What follows belongs to an exercise in optimizing a design on an open flow for small area and a short achievable clock period; a production flow would make more cautious choices. The RTL was checked by simulation tests, not by an equivalence proof against the original design.

==> module duty_meter, before the edit <==
module duty_meter (
    input  logic [15:0] rem_in,    
    input  logic [15:0] div_p,     
    input  logic        inc,
    input  logic        dec,       
    output logic [15:0] rem_out,   
    output logic [2:0]  q          
);
    logic [15:0] r [0:3];
    logic [15:0] a, b, g, p, gg, pp, c, s;
    logic        cin;
    always_comb begin
        r[0] = rem_in;
        cin  = ~inc & ~dec;
        for (int k = 0; k < 3; k++) begin
            a = {r[k][14:0], 1'b0};
            b = ~div_p;
            p = a ^ b;
            g = a & b;
            g[0] = dec | (b[0] & cin);
            gg = g;
            pp = p;
            for (int l = 0; l < 4; l++)
                for (int i = 0; i < 16; i++)
                    if ((i >> l) & 1) begin
                        gg[i] = gg[i] | (pp[i] & gg[((i >> l) << l) - 1]);
                        pp[i] = pp[i] & pp[((i >> l) << l) - 1];
                    end
            c = {gg[14:0], cin};
            s = p ^ c;
            q[2-k] = r[k][15] | gg[15];
            r[k+1] = q[2-k] ? s : a;
        end
        rem_out = r[3];
    end
endmodule
==> module dcm_top, before the edit <==
module dcm_top (
    input  logic        clk,
    input  logic        rst,
    input  logic        sig_in,
    input  logic        wb_cyc,
    input  logic        wb_stb,
    input  logic        wb_we,
    input  logic [1:0]  wb_adr,
    input  logic [31:0] wb_dat_w,
    output logic [31:0] wb_dat_r,
    output logic        wb_ack
);
    localparam int PW = 16;
    localparam int DW = 7;
    localparam int RW = PW + DW;
    localparam int DEPTH = 8;
    logic sig_s1, sig_s2, sig_d;
    always_ff @(posedge clk or negedge rst) begin
        if (!rst) begin
            sig_s1 <= 1'b0;
            sig_s2 <= 1'b0;
            sig_d  <= 1'b0;
        end else begin
            sig_s1 <= sig_in;
            sig_s2 <= sig_s1;
            sig_d  <= sig_s2;
        end
    end
    logic rise;      
    logic pre;       
    assign rise = sig_s2 & ~sig_d;
    assign pre  = sig_s1 & ~sig_s2;
    logic          enable;
    logic          armed;
    logic          push;
    logic [PW-1:0] period_cnt;
    logic [PW-1:0] high_cnt;
    logic          p_max, h_max;
    logic [PW-1:0] p_inc, h_inc;    
    logic [PW-1:0] rem_q;           
    logic [PW-1:0] rem_in, div_p, rem3;
    logic          div_inc, div_dec;
    logic [2:0]    qstep;
    logic [2:0]    q_a, q_b;        
    logic          p_two;
    logic [DW-1:0] duty;
    assign p_max = &period_cnt;
    assign h_max = &high_cnt;
    assign p_inc = p_max ? period_cnt : period_cnt + 1'b1;
    assign h_inc = (sig_s2 && !h_max) ? high_cnt + 1'b1 : high_cnt;
    always_comb begin
        div_p   = p_inc;
        div_dec = rise & ~p_max;
        div_inc = ~rise & ~pre & ~&p_inc;
        rem_in  = (rise | pre) ? rem_q : h_inc;
    end
    duty_meter u_div (
        .rem_in  (rem_in),
        .div_p   (div_p),
        .inc     (div_inc),
        .dec     (div_dec),
        .rem_out (rem3),
        .q       (qstep)
    );
    assign p_two = (period_cnt == PW'(2));
    assign duty  = p_two ? DW'(64) : {q_b, q_a, qstep[2]};
    always_ff @(posedge clk) begin
        rem_q <= rem3;
        q_a   <= qstep;
        q_b   <= q_a;
        period_cnt <= rise ? PW'(1) : p_inc;
        high_cnt   <= rise ? PW'(1) : h_inc;    
    end
    always_ff @(posedge clk or negedge rst) begin
        if (!rst) begin
            armed <= 1'b0;
            push  <= 1'b0;
        end else begin
            armed <= enable & (armed | rise);
            push  <= enable & rise & armed;
        end
    end
    logic [RW-1:0] mem [0:DEPTH-1];
    logic [2:0]    wr_ptr, rd_ptr;
    logic [3:0]    count;
    logic          ovf;
    logic          empty, full;
    logic          pop_q, clr_q;
    logic          wen;
    logic [RW-1:0] head;
    assign empty = (count == 4'd0);
    assign full  = count[3];
    assign wen   = rise & (~full | pop_q);
    always_ff @(posedge clk) begin
        for (int i = 0; i < DEPTH; i++)
            if (wen && wr_ptr == 3'(i))
                mem[i] <= {duty, period_cnt};
    end
    always_comb begin
        head = '0;
        for (int i = 0; i < DEPTH; i++)
            head = head | ({RW{rd_ptr == 3'(i)}} & mem[i]);
    end
    always_ff @(posedge clk or negedge rst) begin
        if (!rst) begin
            wr_ptr <= '0;
            rd_ptr <= '0;
            count  <= '0;
            ovf    <= 1'b0;
        end else begin
            if (push && !full)
                wr_ptr <= wr_ptr + 1'b1;
            if (pop_q)
                rd_ptr <= rd_ptr + 1'b1;
            case ({push && !full, pop_q})
                2'b10:   count <= count + 1'b1;
                2'b01:   count <= count - 1'b1;
                default: count <= count;
            endcase
            if (push && full)
                ovf <= 1'b1;
            else if (clr_q)
                ovf <= 1'b0;
        end
    end
    logic req;
    logic a_data, a_stat, a_ctrl;
    logic [25:0] rd_q;
    assign req    = wb_cyc & wb_stb & ~wb_ack;
    assign a_data = (wb_adr == 2'd0);
    assign a_stat = (wb_adr == 2'd1);
    assign a_ctrl = (wb_adr == 2'd2);
    always_ff @(posedge clk or negedge rst) begin
        if (!rst) begin
            wb_ack <= 1'b0;
            pop_q  <= 1'b0;
            clr_q  <= 1'b0;
            enable <= 1'b0;
        end else begin
            wb_ack <= req;
            pop_q  <= req & ~wb_we & a_data & ~empty;
            clr_q  <= req & wb_we & a_stat & wb_dat_w[8];
            if (req && wb_we && a_ctrl)
                enable <= wb_dat_w[0];
        end
    end
    logic dv;
    assign dv = a_data & ~empty;
    always_ff @(posedge clk) begin
        rd_q[25:10] <= dv ? head[15:0] : 16'd0;                  
        rd_q[9]     <= dv;                                       
        rd_q[8]     <= a_stat & empty;
        rd_q[7]     <= a_stat & ovf;
        rd_q[6:4]   <= dv ? head[22:20] : 3'd0;                  
        rd_q[3:1]   <= dv ? head[19:17] : (a_stat ? count[3:1] : 3'd0);
        rd_q[0]     <= dv ? head[16] : (a_stat ? count[0] : (a_ctrl & enable));
    end
    assign wb_dat_r = {rd_q[25:9], 5'd0, rd_q[8:7], 1'b0, rd_q[6:0]};
endmodule
export LEC_CHECK = 0
export CAP_MARGIN = 0
export CORE_MARGIN = 2
export CORE_UTILIZATION = 65
export CTS_BUF_LIST = sky130_fd_sc_hd__clkbuf_16
export CTS_CLUSTER_DIAMETER = 150
export CTS_CLUSTER_SIZE = 30
export PLACE_DENSITY = 0.78
export SLEW_MARGIN = 0
create_clock -name core_clock -period 68.0 [get_ports {clk}]
standard.sh (not shown) runs the stock make flow with config.mk's settings and CLKGATE_MAP_FILE= SYNTH_SCRIPT=/design/flow/synth_recipe.tcl, a recipe that flattens the netlist after the stock synthesis.
==> flow/flow/run.sh <==
#!/bin/bash
# Standard ORFS layout with plain buffers on the ports instead of the delay
# buffers buffer_ports picks by default. Every tool's output is kept in a log
# file in the work folder.
set -euo pipefail
export BUFFER_PORTS_ARGS="-buffer_cell sky130_fd_sc_hd__buf_2"
bash standard.sh > standard.log 2>&1
Change:
--- a/flow/design.v
+++ b/flow/design.v
@@ -32,20 +32,26 @@
             g[0] = dec | (b[0] & cin);
             gg = g;
             pp = p;
             for (int l = 0; l < 4; l++)
                 for (int i = 0; i < 16; i++)
-                    if ((i >> l) & 1) begin
-                        gg[i] = gg[i] | (pp[i] & gg[((i >> l) << l) - 1]);
-                        pp[i] = pp[i] & pp[((i >> l) << l) - 1];
+                    if ((i % (2 << l)) == (2 << l) - 1) begin
+                        gg[i] = gg[i] | (pp[i] & gg[i - (1 << l)]);
+                        pp[i] = pp[i] & pp[i - (1 << l)];
+                    end
+            for (int l = 2; l >= 0; l--)
+                for (int i = 0; i < 16; i++)
+                    if ((i % (2 << l)) == (1 << l) - 1 && i >= (2 << l)) begin
+                        gg[i] = gg[i] | (pp[i] & gg[i - (1 << l)]);
+                        pp[i] = pp[i] & pp[i - (1 << l)];
                     end
             c = {gg[14:0], cin};
             s = p ^ c;
             q[2-k] = r[k][15] | gg[15];
             r[k+1] = q[2-k] ? s : a;
         end
-        rem_out = r[3];
+        rem_out = r[2];    
     end
 endmodule
 `timescale 1ns/10ps
 module dcm_top (
     input  logic        clk,
@@ -85,14 +91,14 @@
     logic [PW-1:0] period_cnt;
     logic [PW-1:0] high_cnt;
     logic          p_max, h_max;
     logic [PW-1:0] p_inc, h_inc;    
     logic [PW-1:0] rem_q;           
-    logic [PW-1:0] rem_in, div_p, rem3;
+    logic [PW-1:0] rem_in, div_p, rem2;
     logic          div_inc, div_dec;
     logic [2:0]    qstep;
-    logic [2:0]    q_a, q_b;        
+    logic [1:0]    q_a, q_b;        
     logic          p_two;
     logic [DW-1:0] duty;
     assign p_max = &period_cnt;
     assign h_max = &high_cnt;
     assign p_inc = p_max ? period_cnt : period_cnt + 1'b1;
@@ -106,18 +112,18 @@
     duty_meter u_div (
         .rem_in  (rem_in),
         .div_p   (div_p),
         .inc     (div_inc),
         .dec     (div_dec),
-        .rem_out (rem3),
+        .rem_out (rem2),
         .q       (qstep)
     );
     assign p_two = (period_cnt == PW'(2));
-    assign duty  = p_two ? DW'(64) : {q_b, q_a, qstep[2]};
+    assign duty  = p_two ? DW'(64) : {q_b, q_a, qstep};
     always_ff @(posedge clk) begin
-        rem_q <= rem3;
-        q_a   <= qstep;
+        rem_q <= rem2;
+        q_a   <= qstep[2:1];
         q_b   <= q_a;
         period_cnt <= rise ? PW'(1) : p_inc;
         high_cnt   <= rise ? PW'(1) : h_inc;    
     end
     always_ff @(posedge clk or negedge rst) begin
After rerunning: The changed run completed with no timing, DRC or antenna violations. Core utilization fell by 0.24 points. Routed wire length rose by about 1.3%. Via count fell by 2.0%. Critical path depth is unchanged. Worst setup slack gains 0.013 ns.

separate check: timing with driven ports:
Ports are ideal in the flow. The routed layouts listed here were re-timed in OpenROAD.
Step 1 (the two cells are an assumption about what drives the block):
set clk [get_ports {clk}]
set_driving_cell -lib_cell sky130_fd_sc_hd__clkbuf_16 $clk
set_driving_cell -lib_cell sky130_fd_sc_hd__buf_2 [delete_from_list [all_inputs] $clk]
Step 2 moves the port delays by t, midway between the first and last clock arrival at a register: inputs arrive t later, outputs are due t later. That takes back most of the time a late clock gives input paths.
Three values: no drivers, after step 1, after step 2; two values: the first two.
run	t, ns	setup slack, ns	clock arrival spread, ns	worst slew at a driven data input, ns
the first run	0.518	53.363 / 53.317 / 52.870	0.024 / 0.024	0.03
the second run	0.516	53.376 / 53.330 / 52.930	0.022 / 0.022	0.04
After both steps every run listed still meets setup and hold. The setup slack of the first run, which loses most, moves by -0.046 ns with the drivers and by -0.493 ns with both steps.
